This design comes from an exercise in tuning for a short achievable clock period and few clock cycles on the open sky130 flow, not from production work.
In this exercise RTL edits were held to simulation tests only and were not proved equivalent to the original.
No activity file was given, so power comes from the tool's default toggle rates.

==> flow/design.v (excerpt) <==
module retro_top #(
  parameter int          addr_width = 16,
  parameter logic [31:0] start_addr = 32'h0000_0000
) (
  input  logic                  clk,
  input  logic                  rst_n,
  input  logic                  hold,        
  input  logic [7:0]            data_in,
  output logic [addr_width-1:0] address,
  output logic [7:0]            data_out,
  output logic                  wren
);
Size: about 7600 flip-flops, ~0.33 mm2 of cells after synthesis.
==> flow/config.mk <==
export PLATFORM = sky130hd
export DESIGN_NAME = retro_top
export DESIGN_NICKNAME = retro_top
export VERILOG_FILES = /design/flow/design.v
export SDC_FILE = /design/flow/constraint.sdc
export NUM_CORES = 4
export LEC_CHECK = 0
export ABC_CLOCK_PERIOD_IN_PS = 4000
export CAP_MARGIN = 20
export CORE_MARGIN = 2
export CORE_UTILIZATION = 30
export PLACE_DENSITY = 0.5
export SETUP_SLACK_MARGIN = 4.0
export SLEW_MARGIN = 20
==> flow/constraint.sdc <==
create_clock -name core_clock -period 8.0 [get_ports {clk}]
set_input_delay 1.6000 -clock core_clock [delete_from_list [all_inputs] [get_ports {clk}]]
set_output_delay 1.6000 -clock core_clock [all_outputs]
set_load 0.01 [all_outputs]
run.sh (not shown) runs the stock make flow with config.mk's settings and CLKGATE_MAP_FILE= SYNTH_SCRIPT=/design/flow/synth_recipe.tcl, a recipe that flattens the netlist after the stock synthesis.
The first run went through all stages and came out clean.
Testbench counts at the start, summed over its fixed seeds: cycles 39,890.
Rerun with:
--- a/flow/design.v
+++ b/flow/design.v
@@ -39,23 +39,22 @@
   logic [23:0]   fbuf;                  
   logic          dok;                   
   logic [31:0]   pc;                    
   logic [CN-1:0] poh;                   
   logic [CN-1:0] ir_poh;                
   logic [CN-1:0] ex_toh;                
   logic [CN-1:0] jt_oh;                 
   logic          ir_v;                  
   logic [31:0]   ir;
   logic [31:0]   ir_pc;
   logic [31:0]   ir_oh1, ir_oh2;        
-  logic [15:0]   ir_ils;                
   logic          rd_m1;                 
   logic [15:0]   base_r;                
   logic          base_v;                
   logic [4:0]    base_idx;
   logic          ex_v;                  
   logic [31:0]   ex_a;                  
   logic [31:0]   ex_b;                  
   logic [31:0]   ex_opb;                
   logic          ex_cin;
   logic [4:0]    ex_sh;                 
   logic [31:0]   ex_pcv;                
@@ -169,22 +168,24 @@
     else
       imm = {{21{ir[31]}}, ir[30:20]};
   end
   logic [31:0] imm_u, imm_b, imm_j;
   assign imm_u = {ir[31:12], 12'b0};
   assign imm_b = {{20{ir[31]}}, ir[7], ir[30:25], ir[11:8], 1'b0};
   assign imm_j = {{12{ir[31]}}, ir[19:12], ir[20], ir[30:21], 1'b0};
   logic [15:0] ea;
   logic        d_mem;
   logic        base_go;
   assign d_mem   = d_ld || d_st;
+  logic [15:0] ir_ils;                  
+  assign ir_ils  = {{4{ir[31]}}, ir[31:25], d_st ? ir[11:7] : ir[24:20]};
   assign ea      = base_r + ir_ils;
   logic        m_ready;
   assign m_ready = rd_m1 || (base_v && rs1 == base_idx);
   assign base_go = ir_v && d_mem && !m_ready && !dep;
   logic [31:0] jal_t, br_t;
   assign jal_t = 32'(add32(ir_pc, imm_j, 1'b0));
   assign br_t  = 32'(add32(ir_pc, imm_b, 1'b0));
   assign wr_any = d_lui || d_auipc || d_jal || d_jalr || d_alu;
   assign use1   = !(d_lui || d_auipc || d_jal);
   assign use2   = d_alur || d_br || d_st;
   logic [31:0] rf1, rf2;
@@ -459,24 +460,22 @@
     if (d_act) begin
       dc_tag[d_addr[7:2]] <= d_addr[15:8];
       dc_data[d_addr[7:2]][8*d_addr[1:0] +: 8] <= ex_st ? sdata[7:0] : data_in;
     end
     if (!hold) begin
       if (ir_free) begin
         ir     <= f_word;
         ir_pc  <= pc;
         ir_poh <= poh;
         ir_oh1 <= 32'd1 << f_word[19:15];
         ir_oh2 <= 32'd1 << f_word[24:20];
-        ir_ils <= {{4{f_word[31]}}, f_word[31:25],
-                   (f_word[6:0] == 7'b0100011) ? f_word[11:7] : f_word[24:20]};
       end
       wb_rd  <= ex_rd;
       wb_val <= ex_ld ? (dl_hit ? dc_ld : ld_val) : alu;
       dl_win <= dwin;
       jt     <= sum[31:1];
       cw_oh   <= CN'(1) << fa[CI+1:2];
       cw_word <= {data_in, fbuf};
       cw_tag  <= {fa[15:CI+2], fa[1]};
       cw_pc   <= fa;
       if (base_go) begin
         base_r   <= rs1v[15:0];
What happened: The changed run passed the timing, DRC and antenna checks; power stays flat; cell count stays flat; final area stays flat; clock power barely changes; worst hold slack loses 0.020 ns; clock-buffer cell count is lower by 15; synthesized cell count shrinks by 0.56%.
Testbench counts after the change, summed over its fixed seeds: cycles 39,890.

[what the ideal ports hide]
In the flow no input, the clock included, has a driving cell. The finished layouts below were timed again as built, in two steps. Step 1: set_driving_cell puts a clkbuf_16 on clk and a buf_2 on each other input, an assumption about the parent block. Step 2 times the ports against the registers' clock, not the clock port: input delays grow and output delays shrink by t, the midpoint of the rising clock arrivals with the driver on. a / b / c = ideal / step 1 / step 2; a / b = the first two.
| run | t, ns | setup WS [ns] | worst hold slack (ns) | worst slew at a driven data input, ns |
|---|---|---|---|---|
| the first run | 1.320 | 3.819 / 3.819 / 3.445 | 0.299 / 0.227 / 0.451 | 0.08 |
| the second run | 1.429 | 3.789 / 3.766 / 2.958 | 0.279 / 0.184 / 0.433 | 0.38 |
After both steps setup and hold are still met in every run listed. The setup slack of the second run, which loses most, moves by -0.023 ns with the drivers and by -0.831 ns with both steps.
